Source: an optimization exercise on an open RTL-to-GDS flow (aim: a short achievable clock period and few clock cycles per item). Production flows keep margins and buffers that such runs may drop.
Only simulation tests tie the RTL to the original design; equivalence was not proved.
Power and IR drop assume default switching activity.

== run 1 ==
## multi_delimiter_record_splitter_top
module multi_delimiter_record_splitter_top (
	input  logic                 clk,
	input  logic                 arst_n,
	input  logic                 data_in_valid,
	output logic                 data_in_ready,
	input  logic [7:0]           data_in_data_byte,
	input  logic                 data_in_end_of_input,
	output logic                 data_out_valid,
	input  logic                 data_out_ready,
	output logic [7:0]           data_out_out_byte,
	output logic                 data_out_is_data,
	output logic                 data_out_matched,
	output logic [mdrs_pkg::IDX_W-1:0] data_out_separator_index,
	output logic                 data_out_last,
	input  logic                 cfg_valid,
	output logic                 cfg_ready,
	input  logic [mdrs_pkg::CFG_IDX_W-1:0] cfg_index,
	input  logic [mdrs_pkg::SEP_W-1:0] cfg_data
);
	logic [3:0][7:0][7:0] sep_b;
	logic [3:0][7:0]      ci_b;
	logic [3:0][7:0]      lmask;
	logic [3:0][3:0]      beats;
	logic [3:0][mdrs_pkg::PTR_W-1:0] back;
	logic                 esc_en;
	logic [7:0]           esc_byte;
	logic       s_valid, s_push, s_match, s_eoi;
	logic [7:0] s_byte;
	logic [1:0] s_idx;
	logic [mdrs_pkg::PTR_W-1:0] s_back;
	logic       p0, p1;
	logic       rst_q;
	mdrs_cfg u_cfg (
		.clk      (clk),
		.rst_q    (rst_q),
		.wr_valid (cfg_valid),
		.wr_ready (cfg_ready),
		.wr_index (cfg_index),
		.wr_data  (cfg_data),
		.sep_b    (sep_b),
		.ci_b     (ci_b),
		.lmask    (lmask),
		.beats    (beats),
		.back     (back),
		.esc_en   (esc_en),
		.esc_byte (esc_byte)
	);
	mdrs_core u_core (
		.clk             (clk),
		.rst_q           (rst_q),
		.in_valid        (data_in_valid),
  ...
clock: 16.0 ns
lec_check: 0
abc_clock_period_in_ps: 3500
cap_margin: 20
core_margin: 2
core_utilization: 65
cts_cluster_diameter: 120
cts_cluster_size: 30
slew_margin: 20
standard.sh (not shown) runs the stock make flow with config.mk's settings and CLKGATE_MAP_FILE= SYNTH_SCRIPT=/design/flow/synth_recipe.tcl, a recipe that flattens the netlist after the stock synthesis.
==> flow/flow/run.sh <==
#!/bin/bash
# The standard layout, with the timing repair steps (after floorplan, CTS and
# global route) aiming for extra setup slack beyond the design's clock period.
# The constraints (SDC) are the design's, unchanged.
bash standard.sh SETUP_SLACK_MARGIN=12 finish > standard.log 2>&1
Testbench counts of run 1, summed over its fixed seeds: cycles 39,325, items 38,935.
## Diff of input files: run 2 against run 1
Settings: CTS_CLUSTER_DIAMETER removed (was 120); CTS_CLUSTER_SIZE removed (was 30); CORE_UTILIZATION changed from 65 to 40.
Findings:
Run 2 completed every stage of the flow, and the final layout passed the timing, design-rule and antenna checks. Run 1: flow completed, timing, DRC and antenna clean. Diff run 1 -> run 2: placeable core area +about 60%; net count of the finished layout +about 1.7%; number of port buffers ~0 delta. Side by side, wire length of the first global-routing pass turned out higher in run 2 than in run 1. Going from run 1 to run 2, number of core rows grew by more than a quarter. [compare] base=run 1 new=run 2: clock period minus final worst setup slack saw a decrease, proportion of total power due to net switching neither gained nor lost much.
Changes in run 3 relative to run 2:
Settings: a deleted ABC_CLOCK_PERIOD_IN_PS that had been 3500.
==> flow/flow/run.sh <==
#!/bin/bash
# Standard layout, run as-is; keeps a copy of what the tools print.
bash standard.sh > standard.log 2>&1
==> results.txt <==
- Run 3: number of buffers inserted to repair setup after CTS is 4 lower than what run 2 reported.
- Run 2 and run 3 ended up with roughly the same worst hold slack.
- Run 3 reports a lower part of the total power dissipated in combinational logic than run 2 does.
- For sequential share of layout area, run 2 and run 3 come out practically identical.
- Power: run 3 draws more than run 2
What run 4 does differently from run 3 at the input level:
==> flow/run.sh (new file) <==
#!/bin/bash
# synth_recipe.tcl (not shown) runs the flow's synth.tcl, then flattens the netlist and writes it again
# the make line also repeats each setting of config.mk as NAME=value (left out here)
make -C /OpenROAD-flow-scripts/flow DESIGN_CONFIG=/design/flow/config.mk WORK_HOME=/design/flow/orfs CLKGATE_MAP_FILE= SYNTH_SCRIPT=/design/flow/synth_recipe.tcl finish
removed: flow/flow/run.sh
removed: flow/standard.sh
Results
Portion of total power attributed to the clock network across run 4 and run 3: no real change. Re sequential portion of the cell area: no difference whatsoever between run 4 and run 3. Met2 routed wirelength: run 3 vs run 4 identical. Diff run 4..run 3 | critical path depth | unchanged. Run 4 vs. run 3: synthesized area shows no meaningful change; area of all placed cells without fillers shows no meaningful change.

---

== run D ==
multi_delimiter_record_splitter_top, a different RTL version from the one above (not shown whole).
Size in the first run: ~3800 cells after synthesis, about 1000 flip-flops, roughly 97 I/O pins.
Design multi_delimiter_record_splitter_top, start of the top module:
module multi_delimiter_record_splitter_top (
	input  logic                 clk,
	input  logic                 arst_n,
	input  logic                 data_in_valid,
	output logic                 data_in_ready,
	input  logic [7:0]           data_in_data_byte,
	input  logic                 data_in_end_of_input,
	output logic                 data_out_valid,
	input  logic                 data_out_ready,
	output logic [7:0]           data_out_out_byte,
	output logic                 data_out_is_data,
	output logic                 data_out_matched,
	output logic [mdrs_pkg::IDX_W-1:0] data_out_separator_index,
	output logic                 data_out_last,
	input  logic                 cfg_valid,
	output logic                 cfg_ready,
	input  logic [mdrs_pkg::CFG_IDX_W-1:0] cfg_index,
	input  logic [mdrs_pkg::SEP_W-1:0] cfg_data
);
	logic [3:0][7:0][7:0] sep_b;
	logic [3:0][7:0]      ci_b;
	logic [3:0][7:0]      lmask;
	logic [3:0][3:0]      beats;
	logic [3:0][mdrs_pkg::PTR_W-1:0] back;
	logic                 esc_en;
	logic [7:0]           esc_byte;
	logic       s_valid, s_push, s_match, s_eoi;
	logic [7:0] s_byte;
	logic [1:0] s_idx;
	logic [mdrs_pkg::PTR_W-1:0] s_back;
	logic       p0, p1;
	logic       rst_q;
	logic       rdy_int;
	mdrs_cfg u_cfg (
		.clk      (clk),
		.rst_q    (rst_q),
		.wr_valid (cfg_valid),
		.wr_ready (cfg_ready),
		.wr_index (cfg_index),
		.wr_data  (cfg_data),
		.sep_b    (sep_b),
		.ci_b     (ci_b),
		.lmask    (lmask),
		.beats    (beats),
		.back     (back),
		.esc_en   (esc_en),
		.esc_byte (esc_byte)
	);
	mdrs_core u_core (
		.clk             (clk),
		.rst_q           (rst_q),
		.in_valid        (data_in_valid),
		.in_ready        (rdy_int),
		.in_data_byte    (data_in_data_byte),
		.in_end_of_input (data_in_end_of_input),
		.sep_b           (sep_b),
		.ci_b            (ci_b),
		.lmask           (lmask),
		.beats           (beats),
		.back            (back),
		.esc_en          (esc_en),
		.esc_byte        (esc_byte),
		.s_valid         (s_valid),
		.s_push          (s_push),
		.s_match         (s_match),
		.s_eoi           (s_eoi),
		.s_byte          (s_byte),
		.s_idx           (s_idx),
		.s_back          (s_back),
		.p0              (p0),
  ...
Settings: LEC_CHECK=0, ABC_CLOCK_PERIOD_IN_PS=3500, CAP_MARGIN=20, CORE_MARGIN=2, CORE_UTILIZATION=60, CTS_CLUSTER_DIAMETER=80, CTS_CLUSTER_SIZE=24, PLACE_DENSITY=0.7, SETUP_SLACK_MARGIN=5, SLEW_MARGIN=20; clock period 16.0 ns.
run.sh (not shown) runs the stock make flow with config.mk's settings and CLKGATE_MAP_FILE= SYNTH_SCRIPT=/design/flow/synth_recipe.tcl, a recipe that flattens the netlist after the stock synthesis.
Stock flow here: none of the scripts above is used.
Testbench counts of run D, summed over its fixed seeds: cycles 39,285, items 38,935.
For run E, these inputs were changed with respect to run D:
==> flow/flow/run.sh (new file) <==
#!/bin/bash
# The standard layout, with two changes in how it is made:
#  - after placement, each flip-flop that drives an output port's buffer is moved
#    next to that buffer (pull_io_flops.tcl), and the placement legalized again;
#  - the timing repair steps (after CTS and global route) aim for extra setup
#    slack beyond the design's clock period.
# The constraints (SDC), synthesis and every other step are the standard ones.
set -euo pipefail
M=12
bash standard.sh SETUP_SLACK_MARGIN=$M place > place.log 2>&1
RESULTS=$PWD/orfs/results/sky130hd/multi_delimiter_record_splitter_top/base openroad -no_init -exit flow/pull_io_flops.tcl > pull_io_flops.log 2>&1
bash standard.sh SETUP_SLACK_MARGIN=$M finish > finish.log 2>&1
==> flow/flow/pull_io_flops.tcl (new file) <==
# Moves each flip-flop that drives an output port's buffer next to that buffer,
# then legalizes the placement. Nothing else changes: the same cells and nets.
set results $::env(RESULTS)
read_db $results/3_place.odb
set block [ord::get_db_block]
set moved 0
foreach bterm [$block getBTerms] {
  if {[$bterm getIoType] ne "OUTPUT"} { continue }
  set net [$bterm getNet]
  if {$net eq "NULL" || $net eq ""} { continue }
  set buf ""
  foreach it [$net getITerms] { if {[$it isOutputSignal]} { set buf [$it getInst] } }
  if {$buf eq ""} { continue }
  set innet ""
  foreach it [$buf getITerms] { if {[$it isInputSignal] && [$it getNet] ne "NULL"} { set innet [$it getNet] } }
  if {$innet eq ""} { continue }
  set drv ""
  foreach it [$innet getITerms] { if {[$it isOutputSignal]} { set drv [$it getInst] } }
  if {$drv eq ""} { continue }
  set mname [[$drv getMaster] getName]
  if {![string match "sky130_fd_sc_hd__df*" $mname] && ![string match "sky130_fd_sc_hd__edf*" $mname]} { continue }
  set loc [$buf getLocation]
  puts "move [$drv getName] ($mname) from [$drv getLocation] to $loc near [$buf getName] for [$bterm getName]"
  $drv setLocation [lindex $loc 0] [lindex $loc 1]
  incr moved
}
puts "moved $moved flip-flops"
detailed_placement
check_placement -verbose
write_db $results/3_place.odb
==> flow/standard.sh (new file) <==
#!/bin/bash
# synth_recipe.tcl (not shown) runs the flow's synth.tcl, then flattens the netlist and writes it again
# the make line also repeats each setting of config.mk as NAME=value (left out here)
make -C /OpenROAD-flow-scripts/flow DESIGN_CONFIG=/design/flow/config.mk WORK_HOME=/design/flow/orfs CLKGATE_MAP_FILE= SYNTH_SCRIPT=/design/flow/synth_recipe.tcl "${@:-finish}"
-- flow/config.mk --
<<< run D, line 11
export CORE_UTILIZATION = 60
>>> run E, line 11
export CORE_UTILIZATION = 75
<<< run D, line 14
export PLACE_DENSITY = 0.7
export SETUP_SLACK_MARGIN = 5
>>> run E, line 14
export PLACE_DENSITY = 0.85
removed: flow/run.sh
Per the final summary, run E finished and its layout is clean on timing, DRC and antenna.
Relative to run D, final critical path time including I/O delays and setup decreased by 0.68 ns in run E.
Sort run D and run E by total power desc -> top: run D
| fraction of power spent switching nets | higher: run E |
Summary of the comparison: final critical-path setup slack is higher in run E, relative to run D.
Run D reports its slowest stage cell on the critical path as clkdlybuf4s50_1 while run E reports dfrtp_1.
Delta (run E minus run D): core footprint lost 16000 um^2; count of instances resized after the clock tree is built higher; final cell area excluding filler cells decreased by 0.52% relative to the old numbers.

[re-timing with driven ports]
How much do the figures lean on ideal ports? The routed layouts below were timed once more, with nothing changed but the port constraints. Step 1 sets driving cells, clkbuf_16 on the clock port and buf_2 on the other inputs (assumed; they add their load-dependent delay and slew). Step 2 times the ports against the registers' clock, not the clock port: input delays grow and output delays shrink by t, the midpoint of the rising clock arrivals with the driver on. Slacks: no drivers / after step 1 / after step 2; pairs: no drivers / after step 1.
run | t (ns) | setup slack, ns | worst setup path after step 2 | clock arrival spread, ns | pins driven straight from the clock port
run 1 | 0.690 | 11.621 / 11.560 / 11.556 | input to register | 0.031 / 0.031 | 1
run 2 | 0.703 | 11.631 / 11.563 / 11.523 | input to register | 0.055 / 0.054 | 1
run 3 | 0.695 | 11.176 / 11.110 / 11.031 | input to register | 0.072 / 0.071 | 1
run 4 | 0.695 | 11.176 / 11.110 / 11.031 | input to register | 0.072 / 0.071 | 1
run D | 0.705 | 10.895 / 10.931 / 10.226 | input to register | 0.037 / 0.037 | 1
run E | 0.729 | 11.577 / 11.512 / 11.262 | input to register | 0.051 / 0.050 | 1
After both steps setup and hold are still met in every run listed. For run D, which loses most, drivers alone change the setup slack by +0.036 ns; drivers and shift together by -0.669 ns.
